This design comes from an exercise in tuning for small area, a short achievable clock period and few clock cycles on the open sky130 flow, not from production work.
No activity file was given, so power comes from the tool's default toggle rates.

## the previous run
Design busDatapath, start of the top module:
module busDatapath (
    input  logic                                  Clock,
    input  logic                                  rstN,
    input  logic                                  stepReq,
    output logic                                  stepAck,
    input  logic                                  PCout,
    input  logic                                  PCin,
    input  logic                                  IncPC,
    input  logic                                  MARin,
    input  logic                                  MDRin,
    input  logic                                  MDRout,
    input  logic                                  Read,
    input  logic                                  IRin,
    input  logic                                  Yin,
    input  logic                                  Zin,
    input  logic                                  Zhighout,
    input  logic                                  Zlowout,
    input  logic                                  HIin,
    input  logic                                  HIout,
    input  logic                                  LOin,
    input  logic                                  LOout,
    input  logic                                  Gra,
    input  logic                                  Grb,
    input  logic                                  Grc,
    input  logic                                  Rin,
    input  logic                                  Rout,
    input  logic                                  BAout,
    input  logic                                  Cout,
    input  logic [datapathPkg::opWidth-1:0]       aluOp,
    input  logic [datapathPkg::dataWidth-1:0]     memDataIn,
    output logic [datapathPkg::dataWidth-1:0]     memDataOut,
    output logic [datapathPkg::dataWidth-1:0]     memAddr
);
Size: about 910 flip-flops, about 130 I/O pins.
export LEC_CHECK = 0
export CAP_MARGIN = 20
export CORE_MARGIN = 2
export CORE_UTILIZATION = 40
export SLEW_MARGIN = 20
create_clock -name core_clock -period 13.0 [get_ports {Clock}]
standard.sh (not shown) runs the stock make flow with config.mk's settings and CLKGATE_MAP_FILE= SYNTH_SCRIPT=/design/flow/synth_recipe.tcl, a recipe that flattens the netlist after the stock synthesis.
==> flow/flow/run.sh <==
#!/bin/bash
# The standard layout (standard.sh), with the extra make settings listed in
# flow/knobs.txt: the timing repair aims for extra setup slack, so that the
# tools keep shortening paths below the required period.
set -euo pipefail
cd "$(dirname "$0")/.."
args=()
while IFS= read -r line; do
    [[ -n "$line" && "$line" != \#* ]] && args+=("$line")
done < flow/knobs.txt
bash standard.sh "${args[@]}" finish > flow_make.log 2>&1
==> flow/flow/knobs.txt <==
SETUP_SLACK_MARGIN=9.0
CTS_ARGS=-sink_clustering_enable -repair_clock_nets -dont_use_dummy_load
Inputs modified between the previous run and the current run:
-- flow/design.v --
<<< the previous run, line 67
    input  logic                                  Grb,
    input  logic                                  Grc,
    input  logic [datapathPkg::regCount-1:0]      raHot,    
    input  logic [datapathPkg::regCount-1:0]      rbHot,    
    input  logic [datapathPkg::regCount-1:0]      rcHot,
    input  logic                                  readEn,
    input  logic                                  BAout,
>>> the current run, line 67
    input  logic                                  Grb,
    input  logic                                  Grc,
    input  logic                                  readEn,
    input  logic                                  BAout,
<<< the previous run, line 76
    output logic [datapathPkg::dataWidth-1:0]     constExt
);
    logic                noGroup;
    logic                constSign;
>>> the current run, line 73
    output logic [datapathPkg::dataWidth-1:0]     constExt
);
    logic [regCount-1:0] raHot, rbHot, rcHot;
    logic                noGroup;
    logic                constSign;
<<< the previous run, line 86
    assign noGroup = !Gra && !Grb && !Grc;
    for (genvar i = 0; i < regCount; i++) begin : gHot
        if (i == 0) begin : gZero
            assign readHot[i] = readEn && !BAout &&
>>> the current run, line 84
    assign noGroup = !Gra && !Grb && !Grc;
    for (genvar i = 0; i < regCount; i++) begin : gHot
        assign raHot[i] = (ir.rFormat.ra == i);
        assign rbHot[i] = (ir.rFormat.rb == i);
        assign rcHot[i] = (ir.rFormat.rc == i);
        if (i == 0) begin : gZero
            assign readHot[i] = readEn && !BAout &&
<<< the previous run, line 174
    assign digit.neg = b1 && !(b0 && bm);
endmodule
module aluUnit (
    input  logic [datapathPkg::dataWidth-1:0]     opA,
>>> the current run, line 175
    assign digit.neg = b1 && !(b0 && bm);
endmodule
module prefixAdder #(
    parameter int width = 32
) (
    input  logic [width-1:0] a,
    input  logic [width-1:0] b,
    input  logic             cin,
    output logic [width-1:0] sum
);
    localparam int levels = $clog2(width);
    logic [width-1:0] p, g;
    logic [width-1:0] gl [levels+1];
    logic [width-1:0] pl [levels+1];
    assign p = a ^ b;
    assign g = a & b;
    always_comb begin
        gl[0]    = g;
        pl[0]    = p;
        gl[0][0] = g[0] | (p[0] & cin);
        for (int l = 0; l < levels; l++) begin
            gl[l+1] = gl[l];
            pl[l+1] = pl[l];
            for (int i = 0; i < width; i++) begin
                if (((i >> l) & 1) == 1) begin
                    gl[l+1][i] = gl[l][i] | (pl[l][i] & gl[l][((i >> l) << l) - 1]);
                    pl[l+1][i] = pl[l][i] & pl[l][((i >> l) << l) - 1];
                end
            end
        end
    end
    assign sum = p ^ {gl[levels][width-2:0], cin};
endmodule
module aluUnit (
    input  logic [datapathPkg::dataWidth-1:0]     opA,
<<< the previous run, line 208
        end
    end
    assign sumWide = addX + addW + {{(sumWidth-1){1'b0}}, carry};
    assign hiOut   = sumWide[dataWidth+1:2];
    assign loOut   = {sumWide[1:0], loIn[dataWidth-1:2]};
>>> the current run, line 240
        end
    end
    prefixAdder #(.width(sumWidth)) uAdd (
        .a    (addX),
        .b    (addW),
        .cin  (carry),
        .sum  (sumWide)
    );
    assign hiOut   = sumWide[dataWidth+1:2];
    assign loOut   = {sumWide[1:0], loIn[dataWidth-1:2]};
<<< the previous run, line 265
    logic [dataWidth-1:0]   pcReg;
    datapathPkg::irWord     irReg;
    datapathPkg::irWord     irNext;
    logic [regCount-1:0]    raHot, rbHot, rcHot;    
    logic [dataWidth-1:0]   marReg;
    logic [dataWidth-1:0]   mdrReg;
>>> the current run, line 302
    logic [dataWidth-1:0]   pcReg;
    datapathPkg::irWord     irReg;
    logic [dataWidth-1:0]   marReg;
    logic [dataWidth-1:0]   mdrReg;
<<< the previous run, line 317
        .Grb      (Grb),
        .Grc      (Grc),
        .raHot    (raHot),
        .rbHot    (rbHot),
        .rcHot    (rcHot),
        .readEn   (eR),
        .BAout    (BAout),
>>> the current run, line 352
        .Grb      (Grb),
        .Grc      (Grc),
        .readEn   (eR),
        .BAout    (BAout),
<<< the previous run, line 423
        end
    end
    assign irNext = (!rstN || pendIR) ? writeData : irReg;
    always_ff @(posedge Clock) begin
        for (int i = 0; i < regCount; i++) begin
            raHot[i] <= (irNext.rFormat.ra == i);
            rbHot[i] <= (irNext.rFormat.rb == i);
            rcHot[i] <= (irNext.rFormat.rc == i);
        end
    end
    always_ff @(posedge Clock) begin
        if (!rstN || pendPC) pcReg <= writeData;
        irReg <= irNext;
        if (!rstN || pendHI) hiReg <= writeData;
        if (!rstN || pendLO) loReg <= writeData;
>>> the current run, line 455
        end
    end
    always_ff @(posedge Clock) begin
        if (!rstN || pendPC) pcReg <= writeData;
        if (!rstN || pendIR) irReg <= writeData;
        if (!rstN || pendHI) hiReg <= writeData;
        if (!rstN || pendLO) loReg <= writeData;
[summary]
- [diff] wire length of the first global-routing pass, the current run relative to the previous run: improvement
- Global-route usage is lower on the current run
- The current run — routed metal-1 wirelength 8.1% lower, the previous run as reference
- Diff the previous run..the current run | count of input and output buffers | unchanged
- The current run against the previous run: final sequential cell count moved down, fraction of power consumed by combinational cells moved up, final worst setup slack moved down.
- Taking the previous run as the reference, in the current run critical path's largest stage delay grew by 0.16 ns; combined area of all synthesized cells shrank by 0.0023 sq mm; routed wire length went down by about 11%; power per cell area saw an increase.
- The current run vs the previous run, sequential cell area in the final layout went down by about 3.3%.
- The current run ends up with higher post-synthesis average cell area than the previous run does.
No run of this note included a check of the RTL's function; only the layout flow was run.

separate check: timing with driven ports:
No port has a modelled driver above. Below, the same layouts with a new extraction and two added sets of constraints. Step 1 (the two cells are an assumption about what drives the block):
set clk [get_ports {Clock}]
set_driving_cell -lib_cell sky130_fd_sc_hd__clkbuf_16 $clk
set_driving_cell -lib_cell sky130_fd_sc_hd__buf_2 [delete_from_list [all_inputs] $clk]
Step 2 adds t to the input delays and takes it off the output delays; t is the mean of the earliest and latest rising clock arrival at the registers after step 1. Input paths then give back, and output paths get back, about the clock's delay inside the block. a / b / c = ideal / step 1 / step 2; a / b = the first two.
| run | shift t [ns] | slack for setup (ns) | slew at the worst register clock pin (ns) | worst slew at a driven data input, ns | cell pins on the clock port's net |
|---|---|---|---|---|---|
| the previous run | 0.701 | 8.834 / 8.764 / 8.063 | 0.06 / 0.06 | 0.23 | 1 |
| the current run | 0.683 | 8.488 / 8.514 / 7.831 | 0.06 / 0.06 | 0.12 | 1 |
After both steps setup and hold are still met in every run listed. For the previous run, which loses most, drivers alone change the setup slack by -0.070 ns; drivers and shift together by -0.771 ns.
